Context: an optimization exercise on an open-source flow, tuned for small area, a short achievable clock period and few clock cycles. The choices shown serve that exercise and are no tape-out recipe. RTL that was checked went through simulation tests only; none was proved equivalent to the original. No functional check of the RTL was part of runs 1 and 3. Power and IR drop assume default switching activity.

<file path="flow/config.mk">
export PLATFORM = sky130hd
export DESIGN_NAME = transpose_pingpong
export DESIGN_NICKNAME = transpose_pingpong
export VERILOG_FILES = /design/flow/design.v
export SDC_FILE = /design/flow/constraint.sdc
export NUM_CORES = 4
export LEC_CHECK = 0
export ABC_CLOCK_PERIOD_IN_PS = 2000
export CAP_MARGIN = 20
export CORE_MARGIN = 2
export CORE_UTILIZATION = 60
export CTS_BUF_LIST = sky130_fd_sc_hd__clkbuf_16 sky130_fd_sc_hd__clkbuf_8
export CTS_CLUSTER_DIAMETER = 70
export CTS_CLUSTER_SIZE = 34
export PLACE_DENSITY = 0.75
export SETUP_SLACK_MARGIN = 2.0
export SLEW_MARGIN = 20
</file>
<file path="flow/constraint.sdc">
create_clock -name core_clock -period 4.0 [get_ports {i_clk}]
set_input_delay 0.8000 -clock core_clock [delete_from_list [all_inputs] [get_ports {i_clk}]]
set_output_delay 0.8000 -clock core_clock [all_outputs]
set_load 0.01 [all_outputs]
</file>
<file path="flow/design.v">
module transpose_pingpong #(
  parameter  int VALUE_WIDTH     = 17,
  parameter  int N               = 8,
  localparam int AXIS_DATA_WIDTH = 8 * ((VALUE_WIDTH - 1) / 8 + 1)
) (
  input  logic                       i_clk,
  input  logic                       i_aresetn,
  input  logic                       i_axis_TVALID,
  output logic                       o_axis_TREADY,
  input  logic [AXIS_DATA_WIDTH-1:0] i_axis_TDATA,
  input  logic                       i_axis_TLAST,
  output logic                       o_axis_TVALID,
  input  logic                       i_axis_TREADY,
  output logic [AXIS_DATA_WIDTH-1:0] o_axis_TDATA,
  output logic                       o_axis_TLAST,
  output logic                       o_tlast_err
);
  localparam int VW    = VALUE_WIDTH;
  localparam int DEPTH = N * N;        
  localparam int AW    = $clog2(DEPTH);
  localparam int D1   = 7;
  localparam int D2   = 14;
  localparam int D3   = 28;
  localparam int TAIL = DEPTH - 3 - D1 - D2 - D3;    
  logic pad_unused;
  assign pad_unused = ^i_axis_TDATA;
  logic [AW-1:0] c1, c2;
  logic          fpar;        
  logic          fp1, fp2;    
  assign c2  = c1 + 1'b1;
  assign fp2 = fp1 ^ (&c1);
  logic          s1, s2, s3;  
  logic [AW-1:0] q1, q2, q3;
  assign q1 = c1 - AW'(1);
  assign q2 = c1 - AW'(D1 + 2);
  assign q3 = c1 - AW'(D1 + D2 + 3);
  logic t1, t2, t3;
  always_ff @(posedge i_clk) begin
    s1 <= q1[3] & ~q1[0];
    s2 <= q2[4] & ~q2[1];
    s3 <= q3[5] & ~q3[2];
    t1 <= ~(q1[3] & ~q1[0]);
    t2 <= ~(q2[4] & ~q2[1]);
    t3 <= ~(q3[5] & ~q3[2]);
  end
  logic [VW-1:0] ring_in;
  logic [VW-1:0] p0, p1, p2;
  logic [VW-1:0] b1 [D1];
  logic [VW-1:0] b2 [D2];
  logic [VW-1:0] b3 [D3];
  logic [VW-1:0] tl [TAIL];
  logic [VW-1:0] y1, y2, y3;
  logic [VW-1:0] ring_out;    
  logic [VW-1:0] ring_next;   
  assign y1 = s1 ? p0 : b1[D1-1];
  assign y2 = s2 ? p1 : b2[D2-1];
  assign y3 = s3 ? p2 : b3[D3-1];
  assign ring_out  = tl[TAIL-1];
  assign ring_next = tl[TAIL-2];
  always_ff @(posedge i_clk) begin
    p0    <= ring_in;
    b1[0] <= t1 ? p0 : b1[D1-1];
    for (int i = 1; i < D1; i++) b1[i] <= b1[i-1];
    p1    <= y1;
    b2[0] <= t2 ? p1 : b2[D2-1];
    for (int i = 1; i < D2; i++) b2[i] <= b2[i-1];
    p2    <= y2;
    b3[0] <= t3 ? p2 : b3[D3-1];
    for (int i = 1; i < D3; i++) b3[i] <= b3[i-1];
    tl[0] <= y3;
    for (int i = 1; i < TAIL; i++) tl[i] <= tl[i-1];
  end
  logic [AW-1:0] wp;          
  logic          wpar;        
  logic          have_out;    
  logic [AW-1:0] rp;          
  logic          rpar;        
  logic          ready_q;
  logic          accept;
  logic          load;
  logic          w_last;
  logic          r_last;
  logic [VW-1:0] o_value;
  logic          bn_q;        
  logic          eq_next;     
  logic [AW-1:0] dd;          
  logic          sink_free;
  logic          a_last;
  logic          x_next;
  logic [3:0]    rdy_case;    
  logic          ready_n;
  logic          bn_n;
  logic ready_port;
  always_ff @(posedge i_clk) begin
    ready_port <= ready_n && i_aresetn;
  end
  assign o_axis_TREADY = ready_port;
  assign ring_in   = ready_q ? i_axis_TDATA[VW-1:0] : ring_out;
  assign accept    = i_axis_TVALID && ready_q;
  assign w_last    = &wp;
  assign r_last    = &rp;
  assign sink_free = !o_axis_TVALID || i_axis_TREADY;
  assign a_last    = accept && w_last;
  assign load = (bn_q || a_last) && sink_free;
  assign x_next = have_out && (c2 == rp) && (fp2 == rpar);
  assign bn_n   = load ? !r_last : (x_next && !a_last);
  always_comb begin
    logic gone;
    logic lt, lt1;
    gone = have_out && r_last;
    lt   = (dd != '0);        
    lt1  = (dd[AW-1:1] != '0);  
    rdy_case[0] = eq_next && (!have_out || lt) &&
                  ((wp == '0) ? (!have_out || (fp1 == rpar)) : (fp1 == wpar));
    rdy_case[1] = eq_next &&
                  ((wp == '0) ? (!have_out || gone || (fp1 == rpar)) : (fp1 == wpar));
    rdy_case[2] = !w_last && (!have_out || lt1);
    rdy_case[3] = w_last || !have_out || gone || lt;
  end
  logic [3:0] rdy_late;       
  always_comb begin
    logic fr0, fr1;           
    fr0 = !o_axis_TVALID;
    fr1 = 1'b1;
    rdy_late[0] = rdy_case[{1'b0, bn_q && fr0}];
    rdy_late[1] = rdy_case[{1'b0, bn_q && fr1}];
    rdy_late[2] = rdy_case[{ready_q, (bn_q || (ready_q && w_last)) && fr0}];
    rdy_late[3] = rdy_case[{ready_q, (bn_q || (ready_q && w_last)) && fr1}];
  end
  assign ready_n = rdy_late[{i_axis_TVALID, i_axis_TREADY}];
  logic [AW-1:0] dd_inc, dd_dec, dd_n;
  assign dd_inc = dd + 1'b1;
  assign dd_dec = dd - 1'b1;
  always_comb begin
    case ({accept, load})
      2'b01:   dd_n = dd_inc;
      2'b10:   dd_n = w_last ? '0 : dd_dec;
      2'b11:   dd_n = w_last ? AW'(1) : dd;
      default: dd_n = dd;
    endcase
  end
  always_ff @(posedge i_clk or negedge i_aresetn) begin
    if (!i_aresetn) begin
      c1          <= AW'(0);
      fpar        <= 1'b1;
      fp1         <= 1'b0;
      wp          <= '0;
      wpar        <= 1'b0;
      rp          <= '0;
      rpar        <= 1'b0;
      have_out    <= 1'b0;
      bn_q        <= 1'b0;
      eq_next     <= 1'b1;
      dd          <= '0;
      ready_q     <= 1'b0;
      o_tlast_err <= 1'b0;
    end else begin
      c1          <= c2;
      fpar        <= fp1;
      fp1         <= fp2;
      bn_q        <= bn_n;
      eq_next     <= !accept && (wp == c2);
      dd          <= dd_n;
      ready_q     <= ready_n;
      o_tlast_err <= accept && (i_axis_TLAST != w_last);
      if (accept) begin
        if (wp == '0) wpar <= fpar;
        wp <= wp + 1'b1;
      end
      if (a_last) begin
        have_out <= 1'b1;
        rpar     <= ~wpar;
        rp       <= AW'(load);
      end else if (load) begin
        rp <= rp + 1'b1;
        if (r_last) have_out <= 1'b0;
      end
    end
  end
  always_ff @(posedge i_clk) begin
    if (sink_free) begin
      o_value      <= ring_next;
      o_axis_TLAST <= r_last;
    end
  end
  logic o_sign_a, o_sign_b;
  always_ff @(posedge i_clk) begin
    o_sign_a <= sink_free ? ring_next[VW-1] : o_value[VW-1];
    o_sign_b <= sink_free ? ring_next[VW-1] : o_sign_a;
  end
  always_ff @(posedge i_clk or negedge i_aresetn) begin
    if (!i_aresetn) begin
      o_axis_TVALID <= 1'b0;
    end else if (sink_free) begin
      o_axis_TVALID <= load;
    end
  end
  assign o_axis_TDATA = {{(AXIS_DATA_WIDTH - VW - 3){o_sign_b}}, {4{o_sign_a}}, o_value[VW-2:0]};
endmodule
</file>
<file path="flow/flow/run.sh">
#!/bin/bash
# The standard layout (standard.sh), with two changes to how it is made:
# the port buffers are plain buf_4 cells, and the resizer may change a cell's
# footprint while repairing (the platform otherwise restricts it to cells of
# the same footprint, which keeps slow delay cells on the ports).
set -euo pipefail
bash standard.sh MATCH_CELL_FOOTPRINT=0 "BUFFER_PORTS_ARGS=-buffer_cell sky130_fd_sc_hd__buf_4" finish > standard_flow.log 2>&1
</file>
<file path="flow/standard.sh">
#!/bin/bash
# synth_recipe.tcl (not shown) runs the flow's synth.tcl, then flattens the netlist and writes it again
# the make line also repeats each setting of config.mk as NAME=value (left out here)
make -C /OpenROAD-flow-scripts/flow DESIGN_CONFIG=/design/flow/config.mk WORK_HOME=/design/flow/orfs CLKGATE_MAP_FILE= SYNTH_SCRIPT=/design/flow/synth_recipe.tcl "${@:-finish}"
</file>
==> results of run 1 <==
-- routing by layer --
layer,GRT usage (%),vias to the layer above
li1,-,4869
met1,20.7,4581
met2,22.6,118
met3,2.34,38
met4,5.06,0
met5,0,-
-- layout by cell type (no fill, tap or decap), types with 2 or more instances in the layout --
master and instances:
edfxtp_1 18, o22ai_1 4, nand4_2 2, clkbuf_16 45, and2_1 2, o21ai_0 10, nand3_1 11, o211ai_1 3
and3_1 6, nor2b_1 4, xor2_1 21, nor4_1 2, buf_4 56, a221oi_1 2, mux2_2 120, or3_1 4
clkinv_8 2, xnor2_1 11, nand4_1 6, inv_16 2, nand2_1 27, o2111ai_1 2, and2_4 2, nor3_1 4
dfxtp_1 1096, o21ai_1 2, a21oi_1 9, inv_1 21, dfstp_2 2, dfrtp_1 32, a41oi_1 2, ha_1 8
nor2_1 12, inv_12 3
-- worst max-delay path by stage --
stage	startpoint	endpoint	slack (ns)	cells after the start
3_3_place_gp	i_axis_TREADY	dd[3]$_DFFE_PN0P_	1.49	8
4_1_cts	o_sign_a$_DFF_P_	o_axis_TDATA[19]	2.01	1
2_1_floorplan	i_axis_TREADY	rp[5]$_DFFE_PN0P_	2.01	7
3_5_place_dp	i_axis_TREADY	dd[3]$_DFFE_PN0P_	1.45	8
6_report	o_value[8]$_DFFE_PN_	o_axis_TDATA[8]	2.06	1
5_1_grt	o_axis_TVALID$_DFFE_PN0N_	rp[5]$_DFFE_PN0P_	1.98	7
-- area by class of cell --
cell class	count	area, sq um
repair buffers	57	435
clock buffers	46	1140
flip-flops and latches	1149	23400
inverters	16	67.6
clock inverters	14	149
fillers	2845	14700
diodes	1	2.50
multi-input cells	290	2470
well taps	585	732
-- timing repair --
| action | in CTS | in global routing |
|---|---|---|
| hold endpoints to repair | 0 | 0 |
| endpoints found under the setup margin | 6 | 8 |
| gates resized for setup | 2 | 3 |
| pin swaps | 0 | 0 |
-- state kept, by name, indices dropped and copies added (netlist names), 17 cells and up --
register  cells
p2           17
b3          476
p1           17
p0           17
b1          119
tl          204
b2          238
o_value      17
-- stage by stage --
stage                     cells  worst slack (ns)
after floorplan            1504              2.01
after global placement     2096              1.49
after detailed placement   2097              1.45
after CTS                  2157              2.01
after global routing       2157              1.98
final                      2158              2.06
-- logic make-up (layout without fill, tap and decap cells) --
logic type / after synthesis / after routing / synth area share, %
fa+ha+maj: 8 / 8 / 0.382
compound gates: 44 / 44 / 1.12
simple gates: 86 / 86 / 1.69
flops: 1149 / 1149 / 89.2
other cells: 0 / 1 / 0
buf+inv: 65 / 133 / 1.41
mux: 120 / 120 / 5.16
xor+xnor: 32 / 32 / 1.07
-- where the power goes --
part	total, mW	internal [mW]	switching [mW]
registers	11.6	11.6	0.0623
logic	0.160	0.0725	0.0872
clock network	5.35	2.14	3.21
==> impl_metrics.py, run 1 <==
metrics = {
    "outcome": {
        "outcome": "timing/DRC/antenna clean",
    },
    "setup_path": {
        "critPathMaxFanout": 1,
        "setup.worst_path.class": "reg -> out",
        "cp.required_ns": 3.20,
        "r2r_slack_ns": 2.09,
        "crit_path_start_kind": "flop",
        "slowest_stage": "edfxtp_1",
        "endpoint_kind": "output port",
        "crit_family": "flip-flops",
        "rr_worst_depth": 7,
        "r2r_start": "o_axis_TVALID$_DFFE_PN0N_",
        "cp.arrival_ns": 1.14,
        "reg2reg_to": "rp[5]$_DFFE_PN0P_",
        "crit_buf_inv": 1,
        "crit_chain": "buf_4",
        "cpPeakStageDelay_ns": 0.39,
    },
    "route": {
        "top_layer": "met4",
        "vias": 9606,
        "wl_met3_um": 995,
        "routedWlPerCell_um": 14.9,
        "wl_met2_mm": 14.1,
        "met1_length_mm": 16.3,
        "detail_route.iter0.violations": 554,
        "viasPerCell": 4.45,
        "ant_nets": 0,
        "routed_wirelength_mm": 32.1,
        "remaining_drc_errors": 0,
        "dr.pass1.iters": 4,
    },
    "synthesis": {
        "synthCells": 1504,
        "synth_cell_types": 48,
        "yosys-top-cells-count": "dfxtp_1, mux2_2, dfrtp_1",
        "yosys.area.top_type": "dfxtp_1",
        "synth_nets": 1541,
        "synth_seq_cells": 1149,
        "synthArstFlopShare_pct": 2.96,
        "synth_top_area_share_pct": 83.8,
        "yosysSeqAreaShare_pct": 89.2,
        "synthTopCellsByArea": "dfxtp_1, mux2_2, dfrtp_1, edfxtp_1, buf_4",
        "yosys.cell_count.top_type": "dfxtp_1",
        "synth-edff-count": 18,
        "ys_warn_count": 5,
        "netlist_area_sq_mm": 0.0262,
        "yosys_most_used_dff": "dfxtp_1",
        "avgSynthCellArea_sq_um": 17.4,
    },
    "timing": {
        "fin_crit_ns": 1.94,
        "hold_viol_final": 0,
        "clock_skew_ns": 0.0152,
        "slew_viol_final": 0,
        "holdWs_ns": 0.144,
        "relSlewSlack_pct": 52.1,
        "fin_tns_setup_ns": 0,
        "setup_viol": 0,
        "fmax_mhz": 516,
        "finalCritPeriodShare_pct": 48.4,
        "rsz0062_at_grt": "true",
        "worstMarginPinSlew_ns": 0.718,
    },
    "layout": {
        "final_util_pct": 65.8,
        "final_net_count": 1593,
        "areaGrowthSynthToFinish_pct": 8.25,
        "drive_gt1_share_pct": 15.6,
        "fin_area_sq_mm": 0.0284,
    },
    "power": {
        "peakVddDrop_v": 0.000363,
        "p_total_mw": 17.1,
        "power_density_mw_per_mm2": 605,
        "leakage_nw": 11.6,
    },
    "placement": {
        "dp_hpwl_mm": 18.6,
        "post_dp_cell_area_sq_mm": 0.0271,
        "io_buffers": 49,
        "place_congestion": 0.777,
    },
    "die": {
        "num_io_pins": 57,
        "die_area_sq_mm": 0.0453,
        "chipWidth_um": 213,
        "start_util_pct": 60.8,
        "core_area_sq_mm": 0.0431,
        "std_cell_rows": 76,
        "die_height_um": 213,
    },
    "global_route": {
        "antenna_found_initial": 1,
        "grt_pass1_vias": 9740,
        "track_usage_pct": 14.4,
        "grt-ovfl-total": 0,
        "grt_pass1_wl_mm": 50.5,
        "grt_max_degree": 36,
    },
    "hold_path": {
        "hold_class": "in -> async",
    },
    "run": {
        "drv_cap": 0,
    },
    "clock_network": {
        "clk_pin_slew_worst_paths_ns": 0.11,
        "cts_buffer_depth": 3,
        "root_buffer": "clkbuf_16",
        "postCtsSetupBuffers": 0,
        "cts_hold_buf": 0,
        "clk-insertion-delay-late_ns": 0.59,
        "h-tree-depth": 2,
        "cts_made_buffers": 42,
        "cts_tree": "built",
        "cts_sinks": 1149,
    },
}
==> run 2: changes to the inputs <==
--- a/flow/design.v
+++ b/flow/design.v
@@ -34,14 +34,10 @@
   assign q1 = c1 - AW'(1);
   assign q2 = c1 - AW'(D1 + 2);
   assign q3 = c1 - AW'(D1 + D2 + 3);
-  logic t1, t2, t3;
   always_ff @(posedge i_clk) begin
     s1 <= q1[3] & ~q1[0];
     s2 <= q2[4] & ~q2[1];
     s3 <= q3[5] & ~q3[2];
-    t1 <= ~(q1[3] & ~q1[0]);
-    t2 <= ~(q2[4] & ~q2[1]);
-    t3 <= ~(q3[5] & ~q3[2]);
   end
   logic [VW-1:0] ring_in;
   logic [VW-1:0] p0, p1, p2;
@@ -59,13 +55,13 @@
   assign ring_next = tl[TAIL-2];
   always_ff @(posedge i_clk) begin
     p0    <= ring_in;
-    b1[0] <= t1 ? p0 : b1[D1-1];
+    b1[0] <= s1 ? b1[D1-1] : p0;
     for (int i = 1; i < D1; i++) b1[i] <= b1[i-1];
     p1    <= y1;
-    b2[0] <= t2 ? p1 : b2[D2-1];
+    b2[0] <= s2 ? b2[D2-1] : p1;
     for (int i = 1; i < D2; i++) b2[i] <= b2[i-1];
     p2    <= y2;
-    b3[0] <= t3 ? p2 : b3[D3-1];
+    b3[0] <= s3 ? b3[D3-1] : p2;
     for (int i = 1; i < D3; i++) b3[i] <= b3[i-1];
     tl[0] <= y3;
     for (int i = 1; i < TAIL; i++) tl[i] <= tl[i-1];
--- a/flow/config.mk
+++ b/flow/config.mk
@@ -10,8 +10,8 @@
 export CORE_MARGIN = 2
 export CORE_UTILIZATION = 60
 export CTS_BUF_LIST = sky130_fd_sc_hd__clkbuf_16 sky130_fd_sc_hd__clkbuf_8
-export CTS_CLUSTER_DIAMETER = 70
-export CTS_CLUSTER_SIZE = 34
+export CTS_CLUSTER_DIAMETER = 60
+export CTS_CLUSTER_SIZE = 28
 export PLACE_DENSITY = 0.75
 export SETUP_SLACK_MARGIN = 2.0
 export SLEW_MARGIN = 20
==> run 2 against run 1 <==
Sequential share of layout area fell by 0.62 points. Total power rose by 4.6%. Global-route usage shrank 0.45 points. Critical path depth unchanged. Hold slack worse by 0.015 ns. Sequential cell count down 3. Register-to-register slack better by 0.02 ns. Still clean. Routed wire length is 4.9% lower. Synthesized area is 0.62% lower. Fmax is 0.68% lower.
==> impl_metrics.py, run 2 <==
metrics = {
    "timing": {
        "finalCritPeriodShare_pct": 48.7,
        "fin_crit_ns": 1.95,
        "worstMarginPinSlew_ns": 0.926,
        "fin_tns_setup_ns": 0,
        "relSlewSlack_pct": 38.2,
        "fmax_mhz": 513,
        "hold_viol_final": 0,
        "clock_skew_ns": 0.0278,
        "rsz0062_at_grt": "true",
        "setup_viol": 0,
        "slew_viol_final": 0,
    },
    "power": {
        "seqPwrFrac_pct": 65.6,
        "power_density_mw_per_mm2": 629,
        "switchingPower_mw": 3.52,
        "switching_share_pct": 19.6,
        "leakage_nw": 11.6,
        "p_clk_share_pct": 33.1,
        "p_total_mw": 17.9,
        "peakVddDrop_v": 0.000399,
        "intPower_mw": 14.4,
        "pwr-share-comb_pct": 1.2,
    },
    "setup_path": {
        "crit_path_start_kind": "flop",
        "crit_chain": "buf_6",
        "cp.required_ns": 3.20,
        "slowest_stage": "edfxtp_1",
        "endpoint_kind": "output port",
        "crit_family": "flip-flops",
        "cp.arrival_ns": 1.15,
        "cpPeakStageDelay_ns": 0.41,
        "r2r_slack_ns": 2.11,
        "critPathMaxFanout": 1,
        "setup.worst_path.class": "reg -> out",
        "crit_buf_inv": 1,
    },
    "route": {
        "dr.pass1.iters": 4,
        "remaining_drc_errors": 0,
        "ant_nets": 0,
        "routedWlPerCell_um": 14.2,
        "routed_wirelength_mm": 30.5,
        "viasPerCell": 4.44,
        "vias": 9566,
        "detail_route.iter0.violations": 470,
    },
    "layout": {
        "multi_input_area_sq_mm": 0.00243,
        "layout_commonest_cell": "dfxtp_1",
        "seqCellArea_sq_mm": 0.0233,
        "final_net_count": 1583,
        "final_util_pct": 66.3,
        "fillers": 2846,
        "areaGrowthSynthToFinish_pct": 9.48,
        "largest_register_ffs": 476,
        "drive_gt1_share_pct": 16.1,
        "layout_common_cells": "dfxtp_1, mux2_2, clkbuf_16, buf_4, dfrtp_1",
        "n_antenna_cell": 0,
        "regMostFlops": "b3",
        "fin_area_sq_mm": 0.0285,
        "top_regs": "b3 (476), b2 (238), tl (204)",
    },
    "synthesis": {
        "yosys_most_used_dff": "dfxtp_1",
        "synthArstFlopShare_pct": 2.97,
        "yosys.cell_count.top_type": "dfxtp_1",
        "avgSynthCellArea_sq_um": 17.5,
        "ys_warn_count": 5,
        "synthTopCellsByArea": "dfxtp_1, mux2_2, dfrtp_1, edfxtp_1, buf_4",
        "yosysSeqAreaShare_pct": 89.5,
        "netlist_area_sq_mm": 0.0260,
        "synth_cell_types": 45,
        "synth-edff-count": 18,
        "synthCells": 1485,
        "synth_top_area_share_pct": 84.1,
        "synth_seq_cells": 1146,
        "yosys-top-cells-count": "dfxtp_1, mux2_2, dfrtp_1",
        "yosys.area.top_type": "dfxtp_1",
        "synth_nets": 1522,
    },
    "die": {
        "start_util_pct": 60.6,
        "core_area_sq_mm": 0.0430,
        "die_height_um": 212,
        "die_area_sq_mm": 0.0451,
        "std_cell_rows": 76,
        "chipWidth_um": 212,
        "num_io_pins": 57,
    },
    "clock_network": {
        "clk-insertion-delay-late_ns": 0.61,
        "clk_pin_slew_worst_paths_ns": 0.10,
        "cts_tree": "built",
        "cts_hold_buf": 0,
        "h-tree-depth": 2,
        "cts_sinks": 1146,
        "cts_made_buffers": 50,
        "cts_buffer_depth": 3,
        "root_buffer": "clkbuf_16",
        "postCtsSetupBuffers": 0,
    },
    "run": {
        "drv_cap": 0,
    },
    "placement": {
        "io_buffers": 49,
        "place_congestion": 0.779,
        "post_dp_cell_area_sq_mm": 0.0269,
        "dp_hpwl_mm": 16.7,
    },
    "global_route": {
        "grt-ovfl-total": 0,
        "antenna_found_initial": 0,
        "grt_pass1_vias": 9581,
        "track_usage_pct": 14.0,
        "grt_max_degree": 36,
        "grt_pass1_wl_mm": 49.3,
    },
    "outcome": {
        "outcome": "timing/DRC/antenna clean",
    },
    "hold_path": {
        "hold_class": "in -> async",
    },
}
-- run 2: changes by cell type after synthesis, moves of 3 or more --
cell,previous run,this run
clkbuf_1,8,12
dfxtp_1,1097,1094
nor2b_1,4,1
nand4_1,6,9
a31oi_1,1,4
inv_1,15,10
buf_2,11,3
xnor2_1,11,16
-- run 2: final cells by class --
class                           count  area share [%]
Timing Repair Buffer               54            1.48
Tap cell                          585            2.57
Clock buffer                       53            4.65
Multi-Input combinational cell    283            8.53
Clock inverter                     21           0.861
Inverter                           11           0.154
Sequential cell                  1146            81.8
-- run 2: power groups by stage --
| stage | combinational [mW] | sequential (mW) | clock (mW) |
|---|---|---|---|
| 6_report | 0.219 | 11.8 | 5.94 |
| 5_1_grt | 0.250 | 11.8 | 6.51 |
| 4_1_cts | 0.220 | 11.8 | 6.11 |
| 3_5_place_dp | 0.219 | 12.0 | 0 |
| 3_3_place_gp | 0.216 | 12.0 | 0 |
| 2_1_floorplan | 0.175 | 12.0 | 0 |
-- run 2: repair_timing --
item	in CTS	in global routing
endpoints found under the hold margin	0	0
gates resized for setup	2	7
setup endpoints to repair	4	15
pin swaps	0	0
-- run 2: routing by layer --
layer / GRT usage, % / share of wire [%]
met1: 20.2 / 52
met2: 21.1 / 43
met3: 3.29 / 3.5
met4: 4.32 / 1.9
met5: 0 / 0
-- run 2: logic make-up (layout without fill, tap and decap cells) --
family	after synthesis	count (layout)	synth area share (%)
flops	1146	1146	89.5
xor+xnor	35	35	1.18
buf+inv	56	139	1.23
fa+ha+maj	8	8	0.385
compound gates	38	38	0.932
mux	120	120	5.19
simple gates	82	82	1.60
-- run 2: through the flow --
| stage | hold WS, ns | setup WS, ns | instances |
|---|---|---|---|
| finish | 0.129 | 2.05 | 2153 |
| CTS | 0.109 | 2.00 | 2153 |
| detailed placement | 0.312 | 1.67 | 2079 |
| global route | 0.128 | 1.98 | 2153 |
| floorplan | 0.310 | 2.05 | 1485 |
| global placement | 0.310 | 1.69 | 2079 |
-- run 2: path summary, 6_finish.rpt --
path,cells after the start,endpoint,startpoint
max,1,o_axis_TDATA[13],o_value[13]$_DFFE_PN_
min,1,rp[1]$_DFFE_PN0P_,i_aresetn
max reg2reg,5,ready_port$_DFF_P_,o_axis_TVALID$_DFFE_PN0N_
min reg2reg,0,tl[3][11]$_DFF_P_,tl[2][11]$_DFF_P_
max in group asynchronous,1,eq_next$_DFF_PN1_,i_aresetn
min in group core_clock,0,tl[3][11]$_DFF_P_,tl[2][11]$_DFF_P_
Testbench counts of run 2, summed over its fixed seeds: cycles 16,904.
==> run 3: changes to the inputs <==
--- a/flow/design.v
+++ b/flow/design.v
@@ -173,16 +173,19 @@
       end
     end
   end
+  logic o_last;
   always_ff @(posedge i_clk) begin
     if (sink_free) begin
       o_value      <= ring_next;
-      o_axis_TLAST <= r_last;
+      o_last       <= r_last;
     end
   end
-  logic o_sign_a, o_sign_b;
+  logic [VW-1:0] o_data;
+  logic          o_sign_b;
   always_ff @(posedge i_clk) begin
-    o_sign_a <= sink_free ? ring_next[VW-1] : o_value[VW-1];
-    o_sign_b <= sink_free ? ring_next[VW-1] : o_sign_a;
+    o_data       <= sink_free ? ring_next : o_value;
+    o_axis_TLAST <= sink_free ? r_last : o_last;
+    o_sign_b <= sink_free ? ring_next[VW-1] : o_data[VW-1];
   end
   always_ff @(posedge i_clk or negedge i_aresetn) begin
     if (!i_aresetn) begin
@@ -191,5 +194,5 @@
       o_axis_TVALID <= load;
     end
   end
-  assign o_axis_TDATA = {{(AXIS_DATA_WIDTH - VW - 3){o_sign_b}}, {4{o_sign_a}}, o_value[VW-2:0]};
+  assign o_axis_TDATA = {{(AXIS_DATA_WIDTH - VW - 3){o_sign_b}}, {4{o_data[VW-1]}}, o_data[VW-2:0]};
 endmodule
--- a/flow/config.mk
+++ b/flow/config.mk
@@ -10,8 +10,8 @@
 export CORE_MARGIN = 2
 export CORE_UTILIZATION = 60
 export CTS_BUF_LIST = sky130_fd_sc_hd__clkbuf_16 sky130_fd_sc_hd__clkbuf_8
-export CTS_CLUSTER_DIAMETER = 60
-export CTS_CLUSTER_SIZE = 28
+export CTS_CLUSTER_DIAMETER = 70
+export CTS_CLUSTER_SIZE = 34
 export PLACE_DENSITY = 0.75
 export SETUP_SLACK_MARGIN = 2.0
 export SLEW_MARGIN = 20
==> run 3 against run 2 <==
Cell count is essentially flat. Non-clock buffer count unchanged. Sequential power barely moved. First-iteration DRC count is 20% higher. Setup slack got worse by 0.073 ns. Total power fell by 2.6%. Critical endpoint is now o_axis_TDATA[17]. Largest cell class unchanged.
==> impl_metrics.py, run 3 <==
metrics = {
    "setup_path": {
        "slowest_stage": "edfxtp_1",
        "crit_start": "o_value[16]$_DFFE_PN_",
        "crit_path_start_kind": "flop",
        "cp.arrival_ns": 1.22,
        "crit_buf_inv": 1,
        "crit_chain": "buf_4",
        "rr_worst_depth": 5,
        "r2r_start": "ready_q$_DFF_PN0_",
        "setup.worst_path.class": "reg -> out",
        "endpoint_kind": "output port",
        "crit_family": "flip-flops",
        "cp.required_ns": 3.20,
        "critPathMaxFanout": 5,
        "cpPeakStageDelay_ns": 0.46,
        "crit_path_end": "o_axis_TDATA[17]",
        "reg2reg_to": "ready_port$_DFF_P_",
        "cp_num_cells": 1,
        "r2r_slack_ns": 2.13,
    },
    "layout": {
        "fillers": 2889,
        "layout_common_cells": "dfxtp_1, mux2_2, buf_4, clkbuf_16, dfrtp_1",
        "fin_cells": 2151,
        "top_regs": "b3 (476), b2 (238), tl (204)",
        "drive_gt1_share_pct": 16.2,
        "multi_input_area_sq_mm": 0.00254,
        "regMostFlops": "b3",
        "seqCellArea_sq_mm": 0.0233,
        "layout_commonest_cell": "dfxtp_1",
        "final_net_count": 1584,
        "n_antenna_cell": 0,
        "areaGrowthSynthToFinish_pct": 8.51,
        "largest_register_ffs": 476,
    },
    "clock_network": {
        "clk-insertion-delay-late_ns": 0.60,
        "root_buffer": "clkbuf_16",
        "cts_hold_buf": 0,
        "cts_made_buffers": 41,
        "h-tree-depth": 2,
        "cts_sinks": 1145,
        "clk_pin_slew_worst_paths_ns": 0.11,
        "cts_buffer_depth": 3,
        "cts_tree": "built",
    },
    "power": {
        "power_density_mw_per_mm2": 618,
        "leakage_nw": 11.5,
        "p_total_mw": 17.5,
        "peakVddDrop_v": 0.000448,
    },
    "die": {
        "start_util_pct": 60.6,
        "num_io_pins": 57,
        "chipWidth_um": 212,
        "die_height_um": 212,
        "die_area_sq_mm": 0.0451,
        "std_cell_rows": 76,
        "core_area_sq_mm": 0.0430,
    },
    "run": {
        "drv_cap": 0,
    },
    "timing": {
        "rsz0062_at_grt": "true",
        "setup_viol": 0,
        "fmax_mhz": 494,
        "relSlewSlack_pct": 42.3,
        "fin_tns_setup_ns": 0,
        "slew_viol_final": 0,
        "hold_viol_final": 0,
        "finalCritPeriodShare_pct": 50.6,
        "worstMarginPinSlew_ns": 0.865,
        "clock_skew_ns": 0.0166,
        "fin_crit_ns": 2.02,
    },
    "synthesis": {
        "synth-edff-count": 18,
        "synth_seq_cells": 1145,
        "avgSynthCellArea_sq_um": 17.6,
        "netlist_area_sq_mm": 0.0260,
        "synth_top_area_share_pct": 84.0,
        "synth_cell_types": 56,
        "yosys.cell_count.top_type": "dfxtp_1",
        "synthArstFlopShare_pct": 2.97,
        "yosysSeqAreaShare_pct": 89.4,
        "yosys-top-cells-count": "dfxtp_1, mux2_2, dfrtp_1",
        "synthTopCellsByArea": "dfxtp_1, mux2_2, dfrtp_1, edfxtp_1, xnor2_1",
        "yosys_most_used_dff": "dfxtp_1",
        "synthCells": 1482,
        "synth_nets": 1519,
        "yosys.area.top_type": "dfxtp_1",
        "ys_warn_count": 5,
    },
    "global_route": {
        "grt_pass1_vias": 9730,
        "grt_max_degree": 36,
        "grt-ovfl-total": 0,
        "track_usage_pct": 14.0,
        "grt_pass1_wl_mm": 49.6,
        "antenna_found_initial": 1,
    },
    "placement": {
        "dp_hpwl_mm": 17.1,
        "placed_cells": 2088,
        "place_congestion": 0.828,
        "io_buffers": 49,
    },
    "route": {
        "routedWlPerCell_um": 14.1,
        "remaining_drc_errors": 0,
        "routed_wirelength_mm": 30.3,
        "dr.pass1.iters": 4,
        "detail_route.iter0.violations": 566,
        "viasPerCell": 4.51,
        "ant_nets": 0,
        "vias": 9691,
    },
    "hold_path": {
        "hold_class": "in -> async",
    },
    "outcome": {
        "outcome": "timing/DRC/antenna clean",
    },
}
==> run 3: cell types whose count changed after synthesis, sizes merged, moves of 3 or more <==
cell / delta
nor2: +11
a21oi: +9
clkbuf: -8
buf: -5
nand2: -5
a31oi: -4
xor2: -3
==> run 3: worst min-delay path by stage <==
stage,endpoint,slack (ns),from,cells after the start
after floorplan,b1[1][0]$_DFF_P_,0.31,b1[0][0]$_DFF_P_,0
after global placement,tl[10][3]$_DFF_P_,0.31,tl[9][3]$_DFF_P_,0
after detailed placement,b1[6][10]$_DFF_P_,0.31,b1[5][10]$_DFF_P_,0
after CTS,dd[0]$_DFFE_PN0P_,0.11,i_aresetn,1
after global routing,dd[1]$_DFFE_PN0P_,0.14,i_aresetn,1
final,c1[1]$_DFF_PN0_,0.14,i_aresetn,1
==> run 3: cells by family after synthesis <==
logic type | share of synthesized area [%]
adder cells (fa/ha/maj) | 0.384
flip-flops | 89.4
multiplexers | 5.19
AND/OR/NAND/NOR | 1.88
buffers and inverters | 0.927
AO/OA/AOI/OAI | 1.13
XOR/XNOR | 1.13
==> run 3: layout make-up <==
class	count	share of cell area [%]
Sequential cell	1145	82.4
Multi-Input combinational cell	293	8.99
Clock buffer	43	3.81
Tap cell	585	2.59
Timing Repair Buffer	54	1.49
Clock inverter	19	0.580
Inverter	12	0.186
==> run 3: repair_timing <==
item,CTS,global route
setup buffers,0,1
endpoints found under the setup margin,8,35
gates resized for setup,4,8
==> run 3: power breakdown <==
group / switching [mW] / internal (mW) / total [mW]
sequential: 0.176 / 11.7 / 11.9
combinational: 0.172 / 0.168 / 0.339
clock: 3.15 / 2.09 / 5.24
==> run 3: metal layers <==
layer  global-route usage (%)  up-vias  share of wire, %
li1                         -     4838                 -
met4                     4.44        2               2.3
met3                     3.09       62               3.7
met2                     21.2      147                43
met1                     20.4     4642                51
met5                        0        -             0.046
==> run 3: stage by stage <==
stage	hold WS, ns	utilization [%]	instance area, sq um	setup slack (ns)
2_1_floorplan	0.310	-	26000	2.08
3_3_place_gp	0.310	62.8	27000	1.56
3_5_place_dp	0.312	62.8	27000	1.47
4_1_cts	0.112	65.7	28200	1.93
5_1_grt	0.135	65.8	28300	1.89
6_report	0.141	65.8	28300	1.98
==> run 4: changes to the inputs <==
--- a/flow/design.v
+++ b/flow/design.v
@@ -173,19 +173,16 @@
       end
     end
   end
-  logic o_last;
   always_ff @(posedge i_clk) begin
     if (sink_free) begin
       o_value      <= ring_next;
-      o_last       <= r_last;
+      o_axis_TLAST <= r_last;
     end
   end
-  logic [VW-1:0] o_data;
-  logic          o_sign_b;
+  logic o_sign_a, o_sign_b;
   always_ff @(posedge i_clk) begin
-    o_data       <= sink_free ? ring_next : o_value;
-    o_axis_TLAST <= sink_free ? r_last : o_last;
-    o_sign_b <= sink_free ? ring_next[VW-1] : o_data[VW-1];
+    o_sign_a <= sink_free ? ring_next[VW-1] : o_value[VW-1];
+    o_sign_b <= sink_free ? ring_next[VW-1] : o_sign_a;
   end
   always_ff @(posedge i_clk or negedge i_aresetn) begin
     if (!i_aresetn) begin
@@ -194,5 +191,5 @@
       o_axis_TVALID <= load;
     end
   end
-  assign o_axis_TDATA = {{(AXIS_DATA_WIDTH - VW - 3){o_sign_b}}, {4{o_data[VW-1]}}, o_data[VW-2:0]};
+  assign o_axis_TDATA = {{(AXIS_DATA_WIDTH - VW - 3){o_sign_b}}, {4{o_sign_a}}, o_value[VW-2:0]};
 endmodule
==> flow/flow/run.sh (replaced) <==
#!/bin/bash
# The standard layout (standard.sh), with two changes to how it is made:
# the port buffers are plain buf_1 cells, and the resizer may change a cell's
# footprint while repairing (the platform otherwise restricts it to cells of
# the same footprint, which keeps slow delay cells on the ports).
set -euo pipefail
bash standard.sh MATCH_CELL_FOOTPRINT=0 "BUFFER_PORTS_ARGS=-buffer_cell sky130_fd_sc_hd__buf_1" finish > standard_flow.log 2>&1
==> run 4 against run 3 <==
Routed wire length fell by 0.60%. Sequential share of layout area rose by 0.76 points. Sequential cell count rose by 1. Critical path depth did not move. Clock skew rose by 0.020 ns. Setup slack improved by 0.088 ns. First-iteration DRC count fell by 9.2%. Sequential power barely moved. Clock-buffer cell count rose by 1. Via count fell by 2.6%. Final area fell by 0.83%.
==> impl_metrics.py, run 4 <==
metrics = {
    "outcome": {
        "outcome": "timing/DRC/antenna clean",
    },
    "clock_network": {
        "cts_buffer_depth": 3,
        "cts_tree": "built",
        "cts_made_buffers": 42,
        "clk-insertion-delay-late_ns": 0.60,
        "cts_sinks": 1146,
        "h-tree-depth": 2,
        "root_buffer": "clkbuf_16",
        "cts_hold_buf": 0,
        "clk_pin_slew_worst_paths_ns": 0.12,
    },
    "timing": {
        "fmax_mhz": 517,
        "finalCritPeriodShare_pct": 48.4,
        "fin_tns_setup_ns": 0,
        "worstMarginPinSlew_ns": 0.918,
        "clock_skew_ns": 0.0370,
        "slew_viol_final": 0,
        "hold_viol_final": 0,
        "fin_crit_ns": 1.93,
        "setup_viol": 0,
        "rsz0062_at_grt": "true",
        "relSlewSlack_pct": 38.7,
    },
    "synthesis": {
        "synth_cell_types": 45,
        "synthCells": 1485,
        "yosys_most_used_dff": "dfxtp_1",
        "yosysSeqAreaShare_pct": 89.5,
        "netlist_area_sq_mm": 0.0260,
        "synth_nets": 1522,
        "yosys.area.top_type": "dfxtp_1",
        "ys_warn_count": 5,
        "synth_top_area_share_pct": 84.1,
        "synthArstFlopShare_pct": 2.97,
        "yosys.cell_count.top_type": "dfxtp_1",
        "yosys-top-cells-count": "dfxtp_1, mux2_2, dfrtp_1",
        "synth-edff-count": 18,
        "avgSynthCellArea_sq_um": 17.5,
        "synthTopCellsByArea": "dfxtp_1, mux2_2, dfrtp_1, edfxtp_1, buf_4",
        "synth_seq_cells": 1146,
    },
    "setup_path": {
        "crit_path_start_kind": "flop",
        "endpoint_kind": "output port",
        "reg2reg_to": "eq_next$_DFF_PN1_",
        "r2r_slack_ns": 2.10,
        "cpPeakStageDelay_ns": 0.40,
        "rr_worst_depth": 5,
        "setup.worst_path.class": "reg -> out",
        "cp.required_ns": 3.20,
        "critPathMaxFanout": 1,
        "slowest_stage": "edfxtp_1",
        "crit_buf_inv": 1,
        "r2r_start": "c1[0]$_DFF_PN0_",
        "crit_chain": "clkbuf_2",
        "cp.arrival_ns": 1.13,
        "crit_family": "flip-flops",
    },
    "route": {
        "routedWlPerCell_um": 14.1,
        "detail_route.iter0.violations": 514,
        "remaining_drc_errors": 0,
        "vias": 9441,
        "routed_wirelength_mm": 30.2,
        "viasPerCell": 4.41,
        "ant_nets": 0,
        "dr.pass1.iters": 4,
    },
    "placement": {
        "post_dp_cell_area_sq_mm": 0.0267,
        "dp_hpwl_mm": 16.8,
        "io_buffers": 49,
        "place_congestion": 0.767,
    },
    "layout": {
        "final_net_count": 1575,
        "multi_input_area_sq_mm": 0.00244,
        "drive_gt1_share_pct": 12.6,
        "n_antenna_cell": 0,
        "fin_area_sq_mm": 0.0280,
        "areaGrowthSynthToFinish_pct": 7.68,
        "seqCellArea_sq_mm": 0.0233,
        "largest_register_ffs": 476,
        "top_regs": "b3 (476), b2 (238), tl (204)",
        "layout_common_cells": "dfxtp_1, mux2_2, buf_1, clkbuf_16, dfrtp_1",
        "fillers": 2894,
        "regMostFlops": "b3",
        "layout_commonest_cell": "dfxtp_1",
    },
    "hold_path": {
        "min_to": "b3[9][4]$_DFF_P_",
        "worstHoldStart": "b3[8][4]$_DFF_P_",
        "min_path_cells": 0,
        "hold_class": "reg -> reg",
    },
    "global_route": {
        "grt_max_degree": 36,
        "grt_pass1_wl_mm": 49.4,
        "grt_pass1_vias": 9550,
        "grt-ovfl-total": 0,
        "antenna_found_initial": 0,
        "track_usage_pct": 13.9,
    },
    "die": {
        "std_cell_rows": 76,
        "core_area_sq_mm": 0.0430,
        "num_io_pins": 57,
        "start_util_pct": 60.6,
        "die_height_um": 212,
        "chipWidth_um": 212,
        "die_area_sq_mm": 0.0451,
    },
    "power": {
        "leakage_nw": 11.3,
        "p_total_mw": 17.3,
        "power_density_mw_per_mm2": 618,
        "peakVddDrop_v": 0.000439,
    },
    "run": {
        "drv_cap": 0,
    },
}
## run 4: cell count changes after synthesis, moves of 8 or more
cell,before,now
buf_2,18,3
a21oi_1,16,7
nor2_1,23,14
buf_4,7,24
clkbuf_1,4,12
nand2_1,18,26
## run 4: power breakdown
part | leakage [nW] | total (mW) | switching (mW) | internal (mW)
Clock | 0.664 | 5.33 | 3.21 | 2.12
Sequential | 9.50 | 11.8 | 0.121 | 11.7
Combinational | 1.15 | 0.217 | 0.117 | 0.0999
## run 4: final cells by class
type / instances / area share [%]
clock buffer: 44 / 3.89
clock inverter: 20 / 0.692
inverter: 11 / 0.156
multi-input combinational: 283 / 8.72
sequential: 1146 / 83.1
tap: 585 / 2.61
timing repair buffer: 54 / 0.808
## run 4: routing by layer
layer	track usage, %	part of all wire (%)
met1	20.4	52
met2	20.9	43
met3	2.33	3.0
met4	5.11	2.5
met5	0	0
## run 4: cell families after synthesis
logic type / after synthesis / share of synthesized area [%]
and+or+nand+nor: 82 / 1.60
adders and majority gates: 8 / 0.385
muxes: 120 / 5.19
buffers and inverters: 56 / 1.23
AOI/OAI and AO/OA: 38 / 0.932
DFF: 1146 / 89.5
xor gates and xnor gates: 35 / 1.18
## run 4: through the flow
| stage | hold WS, ns | util, % | setup slack, ns | instances |
|---|---|---|---|---|
| 2_1_floorplan | 0.310 | - | 2.05 | 1485 |
| 3_3_place_gp | 0.310 | 62.2 | 1.65 | 2079 |
| 4_1_cts | 0.285 | 65.2 | 2.01 | 2143 |
| 6_report | 0.286 | 65.2 | 2.07 | 2143 |
| 3_5_place_dp | 0.312 | 62.2 | 1.65 | 2079 |
| 5_1_grt | 0.278 | 65.2 | 1.99 | 2143 |
## run 4: worst max path at each step
stage | cells after the start | end | slack (ns) | start
floorplan | 5 | dd[3]$_DFFE_PN0P_ | 2.05 | i_axis_TREADY
global placement | 6 | ready_port$_DFF_P_ | 1.65 | i_axis_TREADY
detailed placement | 6 | ready_port$_DFF_P_ | 1.65 | i_axis_TREADY
CTS | 1 | o_axis_TDATA[3] | 2.01 | o_value[3]$_DFFE_PN_
global route | 5 | ready_port$_DFF_P_ | 1.99 | o_axis_TVALID$_DFFE_PN0N_
finish | 1 | o_axis_TDATA[3] | 2.07 | o_value[3]$_DFFE_PN_
## run 4: what timing repair did
item	in CTS	in global routing
gates resized for setup	2	8
hold endpoints to repair	0	0
buffers inserted	0	0
gates cloned	0	0
endpoints found under the setup margin	3	7
Testbench counts of run 4, summed over its fixed seeds: cycles 16,904.
==> run 5: changes to the inputs <==
==> flow/flow/run.sh (replaced) <==
#!/bin/bash
# The standard layout (standard.sh), with two changes to how it is made:
# the port buffers are plain buf_2 cells, and the resizer may change a cell's
# footprint while repairing (the platform otherwise restricts it to cells of
# the same footprint, which keeps slow delay cells on the ports).
set -euo pipefail
bash standard.sh MATCH_CELL_FOOTPRINT=0 "BUFFER_PORTS_ARGS=-buffer_cell sky130_fd_sc_hd__buf_2" finish > standard_flow.log 2>&1
--- a/flow/config.mk
+++ b/flow/config.mk
@@ -6,7 +6,7 @@
 export NUM_CORES = 4
 export LEC_CHECK = 0
 export ABC_CLOCK_PERIOD_IN_PS = 2000
-export CAP_MARGIN = 20
+export CAP_MARGIN = 10
 export CORE_MARGIN = 2
 export CORE_UTILIZATION = 60
 export CTS_BUF_LIST = sky130_fd_sc_hd__clkbuf_16 sky130_fd_sc_hd__clkbuf_8
@@ -14,4 +14,4 @@
 export CTS_CLUSTER_SIZE = 34
 export PLACE_DENSITY = 0.75
 export SETUP_SLACK_MARGIN = 2.0
-export SLEW_MARGIN = 20
+export SLEW_MARGIN = 10
==> run 5 against run 4 <==
Routed wire length rose by 0.13%. First-iteration DRC count is 12% lower. Sequential share of layout area rose by 0.36 points. Core utilization fell by 0.29 points. Clock-buffer cell count down 2. Critical endpoint is now o_axis_TDATA[13]. Largest power group unchanged.
==> impl_metrics.py, run 5 <==
metrics = {
    "setup_path": {
        "r2r_start": "c1[0]$_DFF_PN0_",
        "setup.worst_path.class": "reg -> out",
        "crit_start": "o_value[13]$_DFFE_PN_",
        "crit_path_end": "o_axis_TDATA[13]",
        "r2r_slack_ns": 2.09,
        "cp.arrival_ns": 1.14,
        "crit_family": "flip-flops",
        "reg2reg_to": "eq_next$_DFF_PN1_",
        "crit_buf_inv": 1,
        "slowest_stage": "edfxtp_1",
        "critPathMaxFanout": 1,
        "cpPeakStageDelay_ns": 0.40,
        "rr_worst_depth": 5,
        "crit_path_start_kind": "flop",
        "endpoint_kind": "output port",
        "cp.required_ns": 3.20,
        "cp_num_cells": 1,
        "crit_chain": "buf_2",
    },
    "placement": {
        "place_congestion": 0.779,
        "dp_hpwl_mm": 17.2,
        "io_buffers": 49,
        "post_dp_cell_area_sq_mm": 0.0268,
        "placed_cells": 2079,
    },
    "synthesis": {
        "avgSynthCellArea_sq_um": 17.5,
        "synthCells": 1485,
        "synth-edff-count": 18,
        "synthTopCellsByArea": "dfxtp_1, mux2_2, dfrtp_1, edfxtp_1, buf_4",
        "synth_nets": 1522,
        "synth_seq_cells": 1146,
        "ys_warn_count": 5,
        "synth_top_area_share_pct": 84.1,
        "yosys-top-cells-count": "dfxtp_1, mux2_2, dfrtp_1",
        "yosys_most_used_dff": "dfxtp_1",
        "synthArstFlopShare_pct": 2.97,
        "yosys.area.top_type": "dfxtp_1",
        "synth_cell_types": 45,
        "yosysSeqAreaShare_pct": 89.5,
        "netlist_area_sq_mm": 0.0260,
        "yosys.cell_count.top_type": "dfxtp_1",
    },
    "global_route": {
        "grt_pass1_vias": 9426,
        "antenna_found_initial": 0,
        "track_usage_pct": 13.8,
        "grt-ovfl-total": 0,
        "grt_pass1_wl_mm": 48.5,
        "grt_max_degree": 36,
    },
    "timing": {
        "relSlewSlack_pct": 38.9,
        "worstMarginPinSlew_ns": 0.915,
        "slew_viol_final": 0,
        "hold_viol_final": 0,
        "finalCritPeriodShare_pct": 48.6,
        "clock_skew_ns": 0.0173,
        "fin_crit_ns": 1.94,
        "setup_viol": 0,
        "fmax_mhz": 514,
        "rsz0062_at_grt": "true",
        "fin_tns_setup_ns": 0,
    },
    "clock_network": {
        "clk-insertion-delay-late_ns": 0.59,
        "cts_hold_buf": 0,
        "cts_buffer_depth": 3,
        "h-tree-depth": 2,
        "cts_sinks": 1146,
        "cts_tree": "built",
        "clk_pin_slew_worst_paths_ns": 0.12,
        "cts_made_buffers": 40,
        "root_buffer": "clkbuf_16",
    },
    "die": {
        "start_util_pct": 60.6,
        "num_io_pins": 57,
        "die_area_sq_mm": 0.0451,
        "chipWidth_um": 212,
        "std_cell_rows": 76,
        "die_height_um": 212,
        "core_area_sq_mm": 0.0430,
    },
    "power": {
        "seqPwrFrac_pct": 69.3,
        "pwr-share-comb_pct": 1.3,
        "intPower_mw": 13.7,
        "leakage_nw": 11.4,
        "switchingPower_mw": 3.31,
        "peakVddDrop_v": 0.000428,
        "switching_share_pct": 19.5,
        "p_total_mw": 17.0,
        "p_clk_share_pct": 29.4,
        "power_density_mw_per_mm2": 609,
    },
    "layout": {
        "final_util_pct": 64.9,
        "areaGrowthSynthToFinish_pct": 7.21,
        "largest_register_ffs": 476,
        "layout_commonest_cell": "dfxtp_1",
        "fin_cells": 2134,
        "n_antenna_cell": 0,
        "regMostFlops": "b3",
        "final_net_count": 1573,
        "top_regs": "b3 (476), b2 (238), tl (204)",
        "layout_common_cells": "dfxtp_1, mux2_2, buf_2, clkbuf_16, dfrtp_1",
        "fin_area_sq_mm": 0.0279,
        "drive_gt1_share_pct": 15.0,
        "fillers": 2908,
    },
    "route": {
        "routed_wirelength_mm": 30.2,
        "remaining_drc_errors": 0,
        "routedWlPerCell_um": 14.2,
        "detail_route.iter0.violations": 454,
        "vias": 9500,
        "dr.pass1.iters": 4,
        "viasPerCell": 4.45,
        "ant_nets": 0,
    },
    "outcome": {
        "outcome": "timing/DRC/antenna clean",
    },
    "run": {
        "drv_cap": 0,
    },
    "hold_path": {
        "hold_class": "in -> async",
    },
}
## run 5: final cells by class
cell class                      instances  area (sq um)  area share, %
Clock inverter                         13          78.8          0.282
Tap cell                              585           732           2.62
Clock buffer                           42          1040           3.73
Sequential cell                      1146         23300           83.5
Inverter                               11          43.8          0.157
Multi-Input combinational cell        283          2430           8.71
Timing Repair Buffer                   54           283           1.01
## run 5: power groups by stage
stage	logic (mW)	registers [mW]	clock network, mW
after floorplan	0.175	12.0	0
after detailed placement	0.214	12.0	0
after global placement	0.207	12.0	0
after CTS	0.216	11.8	5.15
after global routing	0.242	11.8	5.50
final	0.216	11.8	5.00
## run 5: logic make-up (layout without fill, tap and decap cells)
kind of cell             after synthesis  count (layout)  synth area share, %
multiplexers                         120             120                 5.19
XOR/XNOR                              35              35                 1.18
adder cells (fa/ha/maj)                8               8                0.385
AND/OR/NAND/NOR                       82              82                 1.60
flip-flops                          1146            1146                 89.5
buffers and inverters                 56             120                 1.23
AO/OA/AOI/OAI                         38              38                0.932
## run 5: repair_timing
item,CTS,global route
resized for setup,1,3
endpoints found under the setup margin,1,7
setup buffers,0,0
pin swaps,0,0
## run 5: per-layer routing
layer | global-route usage, % | share of wire, %
met5 | 0 | 0
met4 | 4.08 | 2.0
met3 | 3.10 | 3.8
met2 | 21.2 | 43
met1 | 19.7 | 51
## run 5: worst min path at each step
stage          cells past startpoint                from                  to  slack [ns]
2_1_floorplan                      0    b1[0][0]$_DFF_P_    b1[1][0]$_DFF_P_        0.31
5_1_grt                            1           i_aresetn     c1[2]$_DFF_PN0_        0.30
6_report                           1           i_aresetn     c1[2]$_DFF_PN0_        0.28
3_5_place_dp                       0  b3[15][12]$_DFF_P_  b3[16][12]$_DFF_P_        0.31
3_3_place_gp                       0   tl[9][12]$_DFF_P_  tl[10][12]$_DFF_P_        0.31
4_1_cts                            1           i_aresetn     c1[2]$_DFF_PN0_        0.26
## run 5: metrics by stage
stage	hold WS, ns	setup slack, ns
final	0.279	2.06
after global routing	0.300	1.96
after CTS	0.264	2.00
after detailed placement	0.312	1.69
after global placement	0.310	1.70
after floorplan	0.310	2.05
==> run 6: changes to the inputs <==
--- a/flow/config.mk
+++ b/flow/config.mk
@@ -5,8 +5,9 @@
 export SDC_FILE = /design/flow/constraint.sdc
 export NUM_CORES = 4
 export LEC_CHECK = 0
+export ABC_AREA = 1
 export ABC_CLOCK_PERIOD_IN_PS = 2000
-export CAP_MARGIN = 10
+export CAP_MARGIN = 20
 export CORE_MARGIN = 2
 export CORE_UTILIZATION = 60
 export CTS_BUF_LIST = sky130_fd_sc_hd__clkbuf_16 sky130_fd_sc_hd__clkbuf_8
@@ -14,4 +15,4 @@
 export CTS_CLUSTER_SIZE = 34
 export PLACE_DENSITY = 0.75
 export SETUP_SLACK_MARGIN = 2.0
-export SLEW_MARGIN = 10
+export SLEW_MARGIN = 20
==> run 6 against run 5 <==
Still clean. Fmax down 2.1%. Global-route usage rose by 0.65 points. Sequential power about the same. Die area rose by 0.57%.
==> impl_metrics.py, run 6 <==
metrics = {
    "setup_path": {
        "rr_worst_depth": 7,
        "reg2reg_to": "dd[0]$_DFFE_PN0P_",
        "cpPeakStageDelay_ns": 0.44,
        "endpoint_kind": "output port",
        "crit_family": "flip-flops",
        "r2r_slack_ns": 2.19,
        "slowest_stage": "edfxtp_1",
        "cp.arrival_ns": 1.19,
        "crit_buf_inv": 1,
        "critPathMaxFanout": 1,
        "cp.required_ns": 3.20,
        "crit_path_start_kind": "flop",
        "r2r_start": "ready_q$_DFF_PN0_",
        "crit_chain": "buf_2",
        "setup.worst_path.class": "reg -> out",
    },
    "placement": {
        "io_buffers": 49,
        "dp_hpwl_mm": 18.8,
        "place_congestion": 0.791,
    },
    "layout": {
        "layout_common_cells": "dfxtp_1, nand2_1, inv_1, nor2_1, o21ai_0",
        "largest_register_ffs": 476,
        "layout_commonest_cell": "dfxtp_1",
        "drive_gt1_share_pct": 8.09,
        "areaGrowthSynthToFinish_pct": 7.33,
        "final_net_count": 1803,
        "regMostFlops": "b3",
        "top_regs": "b3 (476), b2 (238), tl (204)",
        "n_antenna_cell": 0,
    },
    "timing": {
        "fin_crit_ns": 1.99,
        "setup_viol": 0,
        "fin_tns_setup_ns": 0,
        "slew_viol_final": 0,
        "fmax_mhz": 504,
        "relSlewSlack_pct": 46.3,
        "worstMarginPinSlew_ns": 0.805,
        "rsz0062_at_grt": "true",
        "hold_viol_final": 0,
        "clock_skew_ns": 0.0248,
        "finalCritPeriodShare_pct": 49.6,
    },
    "die": {
        "num_io_pins": 57,
        "chipWidth_um": 213,
        "die_area_sq_mm": 0.0453,
        "die_height_um": 213,
        "std_cell_rows": 76,
        "core_area_sq_mm": 0.0431,
        "start_util_pct": 60.8,
    },
    "synthesis": {
        "synthCells": 1721,
        "synth_cell_types": 35,
        "avgSynthCellArea_sq_um": 15.2,
        "yosys_most_used_dff": "dfxtp_1",
        "synth_seq_cells": 1146,
        "synthArstFlopShare_pct": 2.97,
        "yosys-top-cells-count": "dfxtp_1, nand2_1, inv_1",
        "synthTopCellsByArea": "dfxtp_1, dfrtp_1, edfxtp_1, nand2_1, inv_1",
        "ys_warn_count": 5,
        "yosysSeqAreaShare_pct": 89.0,
        "synth_nets": 1758,
        "yosys.area.top_type": "dfxtp_1",
        "synth-edff-count": 18,
        "yosys.cell_count.top_type": "dfxtp_1",
        "synth_top_area_share_pct": 83.7,
        "netlist_area_sq_mm": 0.0262,
    },
    "clock_network": {
        "cts_sinks": 1146,
        "cts_buffer_depth": 3,
        "cts_tree": "built",
        "clk_pin_slew_worst_paths_ns": 0.11,
        "clk-insertion-delay-late_ns": 0.59,
        "cts_made_buffers": 41,
        "h-tree-depth": 2,
        "root_buffer": "clkbuf_16",
    },
    "global_route": {
        "grt_pass1_vias": 10200,
        "grt-ovfl-total": 0,
        "grt_max_degree": 57,
        "grt_pass1_wl_mm": 51.1,
        "track_usage_pct": 14.4,
        "antenna_found_initial": 2,
    },
    "run": {
        "drv_cap": 0,
    },
    "route": {
        "remaining_drc_errors": 0,
        "dr.pass1.iters": 4,
        "ant_nets": 0,
        "routed_wirelength_mm": 32.1,
        "detail_route.iter0.violations": 637,
        "routedWlPerCell_um": 13.6,
        "vias": 10400,
        "viasPerCell": 4.42,
    },
    "power": {
        "power_density_mw_per_mm2": 623,
        "peakVddDrop_v": 0.000368,
        "p_total_mw": 17.5,
        "leakage_nw": 11.8,
    },
    "outcome": {
        "outcome": "timing/DRC/antenna clean",
    },
    "hold_path": {
        "hold_class": "in -> async",
    },
}
==> run 6: changes by cell type after synthesis, moves of 7 or more <==
cell / change
nor2_1: +67
inv_1: +86
a21oi_1: +51
nand4_1: -7
nand3_1: +17
mux2_2: -102
nand2_1: +98
xnor2_1: -13
o21ai_0: +50
==> run 6: power by group <==
group          leakage, nW  total, mW  switching (mW)  internal (mW)
combinational         1.59      0.497           0.296          0.201
sequential            9.62       11.8           0.146           11.7
clock                0.620       5.20            3.14           2.06
total                 11.8       17.5            3.58           13.9
==> run 6: how the worst max path moves through the flow <==
| stage | to | startpoint | depth (start not counted) |
|---|---|---|---|
| 3_5_place_dp | rp[5]$_DFFE_PN0P_ | i_axis_TREADY | 8 |
| 2_1_floorplan | rp[5]$_DFFE_PN0P_ | i_axis_TREADY | 7 |
| 4_1_cts | o_axis_TDATA[14] | o_value[14]$_DFFE_PN_ | 1 |
| 6_report | o_axis_TDATA[14] | o_value[14]$_DFFE_PN_ | 1 |
| 3_3_place_gp | rp[5]$_DFFE_PN0P_ | i_axis_TREADY | 8 |
| 5_1_grt | o_axis_TDATA[14] | o_value[14]$_DFFE_PN_ | 1 |
==> run 6: metal layers <==
layer / vias to the layer above / routed length (um) / track usage [%]
met3: 39 / 1140 / 2.72
li1: 5383 / - / -
met5: - / 0 / 0
met2: 129 / 13700 / 21.9
met1: 4897 / 16700 / 21.4
met4: 0 / 546 / 3.88
==> run 6: metrics by stage <==
stage | std cells | utilization, % | area, sq um | setup slack, ns | hold WS (ns)
final | 2364 | 65.2 | 28100 | 2.01 | 0.298
after global routing | 2364 | 65.2 | 28100 | 1.95 | 0.326
after CTS | 2364 | 65.2 | 28100 | 1.96 | 0.296
after detailed placement | 2308 | 62.4 | 26900 | 1.62 | 0.312
after global placement | 2308 | 62.4 | 26900 | 1.69 | 0.309
after floorplan | 1721 | - | 26200 | 2.16 | 0.310
==> run 6: logic make-up after synthesis <==
kind of cell / count (synthesis) / synth area share (%)
mux: 18 / 0.774
simple gates: 251 / 4.00
compound gates: 130 / 2.57
xor+xnor: 20 / 0.722
buf+inv: 148 / 2.58
flops: 1146 / 89.0
fa+ha+maj: 8 / 0.382
==> run 6: final cells by class <==
class | count | area (sq um)
timing repair buffer | 52 | 268
sequential | 1146 | 23300
multi-input combinational | 427 | 2210
inverter | 98 | 370
fill | 2916 | 15000
clock buffer | 44 | 1100
tap | 585 | 732
clock inverter | 12 | 118
==> run 6: what timing repair did <==
action                                  CTS  global route
setup buffers                             0             0
gates resized for setup                   1             0
hold buffers                              0             0
endpoints found under the setup margin   14             1
==> run 7: changes to the inputs <==
--- a/flow/config.mk
+++ b/flow/config.mk
@@ -5,7 +5,6 @@
 export SDC_FILE = /design/flow/constraint.sdc
 export NUM_CORES = 4
 export LEC_CHECK = 0
-export ABC_AREA = 1
 export ABC_CLOCK_PERIOD_IN_PS = 2000
 export CAP_MARGIN = 20
 export CORE_MARGIN = 2
==> run 7 against run 6 <==
Still clean. Fmax increased by 2.1%. Synthesized area fell by 0.57%. Final area fell by 0.69%. Critical endpoint is now o_axis_TDATA[13].
==> impl_metrics.py, run 7 <==
metrics = {
    "synthesis": {
        "synthArstFlopShare_pct": 2.97,
        "synth_nets": 1522,
        "netlist_area_sq_mm": 0.0260,
        "yosys-top-cells-count": "dfxtp_1, mux2_2, dfrtp_1",
        "yosys_most_used_dff": "dfxtp_1",
        "synth_cell_types": 45,
        "synthCells": 1485,
        "ys_warn_count": 5,
        "synth_seq_cells": 1146,
        "yosys.area.top_type": "dfxtp_1",
        "synth_top_area_share_pct": 84.1,
        "avgSynthCellArea_sq_um": 17.5,
        "synth-edff-count": 18,
        "yosysSeqAreaShare_pct": 89.5,
        "synthTopCellsByArea": "dfxtp_1, mux2_2, dfrtp_1, edfxtp_1, buf_4",
        "yosys.cell_count.top_type": "dfxtp_1",
    },
    "setup_path": {
        "critPathMaxFanout": 1,
        "endpoint_kind": "output port",
        "cp.required_ns": 3.20,
        "slowest_stage": "edfxtp_1",
        "rr_worst_depth": 5,
        "cpPeakStageDelay_ns": 0.40,
        "crit_family": "flip-flops",
        "cp_num_cells": 1,
        "setup.worst_path.class": "reg -> out",
        "crit_chain": "buf_2",
        "cp.arrival_ns": 1.14,
        "crit_buf_inv": 1,
        "crit_path_start_kind": "flop",
    },
    "power": {
        "p_total_mw": 17.0,
        "leakage_nw": 11.4,
        "power_density_mw_per_mm2": 609,
        "peakVddDrop_v": 0.000428,
    },
    "layout": {
        "fin_cells": 2134,
        "fin_area_sq_mm": 0.0279,
        "largest_register_ffs": 476,
        "layout_commonest_cell": "dfxtp_1",
        "fillers": 2908,
        "regMostFlops": "b3",
        "final_util_pct": 64.9,
        "seqCellArea_sq_mm": 0.0233,
        "final_net_count": 1573,
        "drive_gt1_share_pct": 15.0,
        "layout_common_cells": "dfxtp_1, mux2_2, buf_2, clkbuf_16, dfrtp_1",
        "areaGrowthSynthToFinish_pct": 7.21,
        "top_regs": "b3 (476), b2 (238), tl (204)",
        "n_antenna_cell": 0,
        "multi_input_area_sq_mm": 0.00243,
    },
    "die": {
        "num_io_pins": 57,
        "start_util_pct": 60.6,
        "die_height_um": 212,
        "die_area_sq_mm": 0.0451,
        "chipWidth_um": 212,
        "core_area_sq_mm": 0.0430,
        "std_cell_rows": 76,
    },
    "timing": {
        "holdWs_ns": 0.279,
        "clock_skew_ns": 0.0173,
        "finalCritPeriodShare_pct": 48.6,
        "setup_viol": 0,
        "worstMarginPinSlew_ns": 0.915,
        "slew_viol_final": 0,
        "fin_crit_ns": 1.94,
        "fmax_mhz": 514,
        "rsz0062_at_grt": "true",
        "worst_slack_ns": 2.06,
        "fin_tns_setup_ns": 0,
        "relSlewSlack_pct": 38.9,
        "hold_viol_final": 0,
    },
    "placement": {
        "pre_cts_ws_ns": 1.69,
        "place_congestion": 0.779,
        "io_buffers": 49,
        "placed_cells": 2079,
        "dp_hpwl_mm": 17.2,
        "post_dp_cell_area_sq_mm": 0.0268,
    },
    "clock_network": {
        "cts_sinks": 1146,
        "h-tree-depth": 2,
        "cts_tree": "built",
        "postCtsSetupBuffers": 0,
        "root_buffer": "clkbuf_16",
        "cts_hold_buf": 0,
        "clk_pin_slew_worst_paths_ns": 0.12,
        "clk-insertion-delay-late_ns": 0.59,
        "cts_made_buffers": 40,
        "cts_buffer_depth": 3,
    },
    "global_route": {
        "grt_max_degree": 36,
        "track_usage_pct": 13.8,
        "grt_pass1_wl_mm": 48.5,
        "grt-ovfl-total": 0,
        "antenna_found_initial": 0,
        "grt_pass1_vias": 9426,
    },
    "route": {
        "detail_route.iter0.violations": 454,
        "remaining_drc_errors": 0,
        "vias": 9500,
        "routedWlPerCell_um": 14.2,
        "routed_wirelength_mm": 30.2,
        "viasPerCell": 4.45,
        "dr.pass1.iters": 4,
        "ant_nets": 0,
    },
    "outcome": {
        "outcome": "timing/DRC/antenna clean",
    },
    "hold_path": {
        "hold_class": "in -> async",
    },
    "run": {
        "drv_cap": 0,
    },
}
## run 7: cell count changes in the layout (fill, tap and decap cells not counted), moves of 5 or more
cell | previous run | this run
xnor2_1 | 3 | 16
o21ai_0 | 62 | 12
and3_1 | 0 | 5
nor2_1 | 81 | 14
mux2_2 | 18 | 120
nand2_2 | 5 | 0
nand4_1 | 2 | 9
a21oi_1 | 58 | 7
inv_1 | 103 | 19
nand2_1 | 124 | 26
nand3_1 | 27 | 10
## run 7: layer usage
layer  global-route usage [%]  part of all wire, %  up-vias
met5                        0                    0        -
met4                     4.08                  2.0        0
met3                     3.10                  3.8       44
met2                     21.2                   43      107
met1                     19.7                   51     4542
li1                         -                    -     4807
## run 7: layout make-up
class                      instances  area share [%]
tap                              585            2.62
inverter                          11           0.157
clock buffer                      42            3.73
multi-input combinational        283            8.71
clock inverter                    13           0.282
timing repair buffer              54            1.01
sequential                      1146            83.5
## run 7: repair_timing
item                                   CTS  global route
setup endpoints to repair                1             7
resized for setup                        1             3
endpoints found under the hold margin    0             0
## run 7: path summary, 6_finish.rpt
| path | startpoint | to | slack (ns) |
|---|---|---|---|
| worst max-delay path | o_value[13]$_DFFE_PN_ | o_axis_TDATA[13] | 2.06 |
| worst min-delay path | i_aresetn | c1[2]$_DFF_PN0_ | 0.28 |
| worst max register to register | c1[0]$_DFF_PN0_ | eq_next$_DFF_PN1_ | 2.09 |
| worst min register to register | tl[8][3]$_DFF_P_ | tl[9][3]$_DFF_P_ | 0.33 |
| max in group asynchronous | i_aresetn | ready_q$_DFF_PN0_ | 3.16 |
| min in group core_clock | tl[8][3]$_DFF_P_ | tl[9][3]$_DFF_P_ | 0.33 |
## run 7: cell families after synthesis
group | count (synthesis) | share of synthesized area (%)
AO/OA/AOI/OAI | 38 | 0.932
XOR/XNOR | 35 | 1.18
adder cells (fa/ha/maj) | 8 | 0.385
buffers and inverters | 56 | 1.23
flip-flops | 1146 | 89.5
multiplexers | 120 | 5.19
AND/OR/NAND/NOR | 82 | 1.60
## run 7: report_power, final
part / switching, mW / internal (mW)
registers: 0.121 / 11.7
clock network: 3.07 / 1.93
logic: 0.115 / 0.101
total: 3.31 / 13.7

## what the ideal ports hide
The results above use ideal ports. As a check the final layouts listed here were re-extracted and re-timed, cells and wires unchanged. Step 1 assumes that a clkbuf_16 drives the clock port and a buf_2 every other input. Step 2 times the ports against the registers' clock, not the clock port: input delays grow and output delays shrink by t, the midpoint of the rising clock arrivals with the driver on. a / b / c = ideal ports / drivers / drivers and shift; a / b = the first two.
run	shift t [ns]	setup WS [ns]	latest minus earliest clock arrival (ns)	slew at the worst register clock pin (ns)
run 1	0.635	2.064 / 2.014 / 1.683	0.021 / 0.021	0.12 / 0.12
run 2	0.653	2.050 / 1.996 / 1.652	0.028 / 0.028	0.10 / 0.10
run 3	0.643	1.977 / 1.924 / 1.659	0.024 / 0.023	0.12 / 0.12
run 4	0.633	2.066 / 2.014 / 1.646	0.044 / 0.045	0.12 / 0.12
run 5	0.638	2.056 / 2.000 / 1.681	0.024 / 0.024	0.12 / 0.12
run 6	0.636	2.014 / 1.956 / 1.696	0.034 / 0.034	0.12 / 0.12
run 7	0.638	2.056 / 2.000 / 1.681	0.024 / 0.024	0.12 / 0.12
After both steps every run listed still meets setup and hold. The setup slack of run 4, which loses most, moves by -0.052 ns with the drivers and by -0.420 ns with both steps.
